Background: an optimization exercise with open tools, aiming at small area, a short achievable clock period and few clock cycles per item. Do not read the settings as production practice. In this exercise RTL edits were held to simulation tests only and were not proved equivalent to the original.

==> flow/design.v (excerpt) <==
module instr_register_pipe #(
  parameter  int OP_WIDTH = 32,
  parameter  int DEPTH    = 32,
  parameter  int ADDR_W   = $clog2(DEPTH),
  localparam int OPCODE_W = 4,
  localparam int INSTR_W  = OPCODE_W + 4 * OP_WIDTH
) (
  input  logic                       clk,
  input  logic                       reset_n,
  input  logic                       wr_valid,
  output logic                       wr_ready,
  input  logic [OPCODE_W-1:0]        opcode,
  input  logic signed [OP_WIDTH-1:0] operand_a,
  input  logic signed [OP_WIDTH-1:0] operand_b,
  input  logic [ADDR_W-1:0]          write_pointer,
  input  logic                       rd_en,
  input  logic [ADDR_W-1:0]          read_pointer,
  output logic                       rd_valid,
  output logic [INSTR_W-1:0]         instruction_word,
  output logic                       div_by_zero
);
  localparam logic [OPCODE_W-1:0] PASSA = 4'd1;
  localparam logic [OPCODE_W-1:0] PASSB = 4'd2;
  localparam logic [OPCODE_W-1:0] ADD   = 4'd3;
  localparam logic [OPCODE_W-1:0] SUB   = 4'd4;
  localparam logic [OPCODE_W-1:0] MULT  = 4'd5;
  localparam logic [OPCODE_W-1:0] DIV   = 4'd6;
  localparam logic [OPCODE_W-1:0] MOD   = 4'd7;
  localparam int W     = OP_WIDTH;
  localparam int RES_W = 2 * OP_WIDTH;
  logic                accept;
  logic                in_div, in_bz, in_multi;
  logic                s_vld;           
  logic [OPCODE_W-1:0] s_op;
  logic [W-1:0]        s_a, s_b;
  logic [ADDR_W-1:0]   s_wp;
  logic                s_pa, s_pb, s_add, s_sub, s_mul, s_dq, s_dr;
  assign accept = wr_valid && wr_ready;
  assign in_div = (opcode == DIV) || (opcode == MOD);
  assign in_bz  = (operand_b == '0);
  always_ff @(posedge clk) begin
    if (wr_ready) begin
      s_op   <= opcode;
      s_a    <= operand_a;
      s_b    <= operand_b;
      s_wp   <= write_pointer;
      s_pa   <= (opcode == PASSA);
      s_pb   <= (opcode == PASSB);
      s_add  <= (opcode == ADD);
  ...
clock: 12.0 ns
lec_check: 0
cap_margin: 20
core_margin: 2
core_utilization: 45
slew_margin: 20
standard.sh (not shown) runs the stock make flow with config.mk's settings and CLKGATE_MAP_FILE= SYNTH_SCRIPT=/design/flow/synth_recipe.tcl, a recipe that flattens the netlist after the stock synthesis.
==> flow/flow/run.sh <==
#!/bin/bash
set -euo pipefail
bash standard.sh SETUP_SLACK_MARGIN=7 finish > standard_flow.log 2>&1
Testbench counts at the start, summed over its fixed seeds: cycles 3,057, items 2,048.
Edit:
==> flow/run.sh (new file) <==
#!/bin/bash
# synth_recipe.tcl (not shown) runs the flow's synth.tcl, then flattens the netlist and writes it again
# the make line also repeats each setting of config.mk as NAME=value (left out here)
make -C /OpenROAD-flow-scripts/flow DESIGN_CONFIG=/design/flow/config.mk WORK_HOME=/design/flow/orfs CLKGATE_MAP_FILE= SYNTH_SCRIPT=/design/flow/synth_recipe.tcl finish
CORE_UTILIZATION = 60   (was 45)
CTS_BUF_LIST = sky130_fd_sc_hd__clkbuf_4 sky130_fd_sc_hd__clkbuf_8   (was default)
SETUP_SLACK_MARGIN = 5   (was default)
removed: flow/flow/run.sh
removed: flow/standard.sh
=> Synthesized cell count does not change; via count goes down by a few percent; worst setup slack is worse by 1.5 ns; die area goes down by a quarter to a third; sequential cell count stays the same.
Edit:
==> flow/flow/run.sh (new file) <==
#!/bin/bash
set -euo pipefail
bash standard.sh SETUP_SLACK_MARGIN=7 finish > standard_flow.log 2>&1
==> flow/standard.sh (new file) <==
#!/bin/bash
# synth_recipe.tcl (not shown) runs the flow's synth.tcl, then flattens the netlist and writes it again
# the make line also repeats each setting of config.mk as NAME=value (left out here)
make -C /OpenROAD-flow-scripts/flow DESIGN_CONFIG=/design/flow/config.mk WORK_HOME=/design/flow/orfs CLKGATE_MAP_FILE= SYNTH_SCRIPT=/design/flow/synth_recipe.tcl "${@:-finish}"
CORE_UTILIZATION = 45   (was 60)
SETUP_SLACK_MARGIN = default   (was 5)
removed: flow/run.sh
=>
- utilization came out lower by 14 points
- via count came out higher by 3.4%
- design area came out higher by 6.6%
- worst setup slack gets better by 1.6 ns
Edit:
==> flow/flow/run.sh (replaced) <==
#!/bin/bash
set -euo pipefail
bash standard.sh SETUP_SLACK_MARGIN=7.5 finish > standard_flow.log 2>&1
Outcome: Hold slack improves by 0.043 ns. First-iteration DRC count grows by about 10%. Setup slack improves by 0.11 ns. Final area grows by 4.7%. Wire length grows by about 8%. Global-route usage grows by 3.2 points. Final cell count grows by 2.3%.

[port drivers added, routing unchanged]
The results above use ideal ports. As a check the final layouts listed here were re-extracted and re-timed, cells and wires unchanged.
Step 1 assumes that a clkbuf_16 drives the clock port and a buf_2 every other input.
Step 2, shift: input delay + t, output delay - t, t = (earliest + latest rising clock arrival at the registers) / 2. This alone moves slack from input paths to output paths.
a / b / c = no drivers / after step 1 / after step 2; a / b = the first two.
| run | t, ns | setup slack, ns | hold WS [ns] | worst setup path at the end |
|---|---|---|---|---|
| the first run | 1.195 | 6.606 / 6.606 / 5.567 | 0.456 / 0.456 / 0.456 | input to register |
| the second run | 1.377 | 5.112 / 5.112 / 4.228 | 0.457 / 0.457 / 0.457 | input to register |
| the third run | 1.431 | 6.696 / 6.696 / 5.330 | 0.420 / 0.420 / 0.420 | input to register |
| the fourth run | 1.425 | 6.802 / 6.802 / 5.577 | 0.463 / 0.463 / 0.463 | input to register |
After both steps setup and hold are still met in every run listed. The setup slack of the third run, which loses most, moves by 0.000 ns with the drivers and by -1.366 ns with both steps.
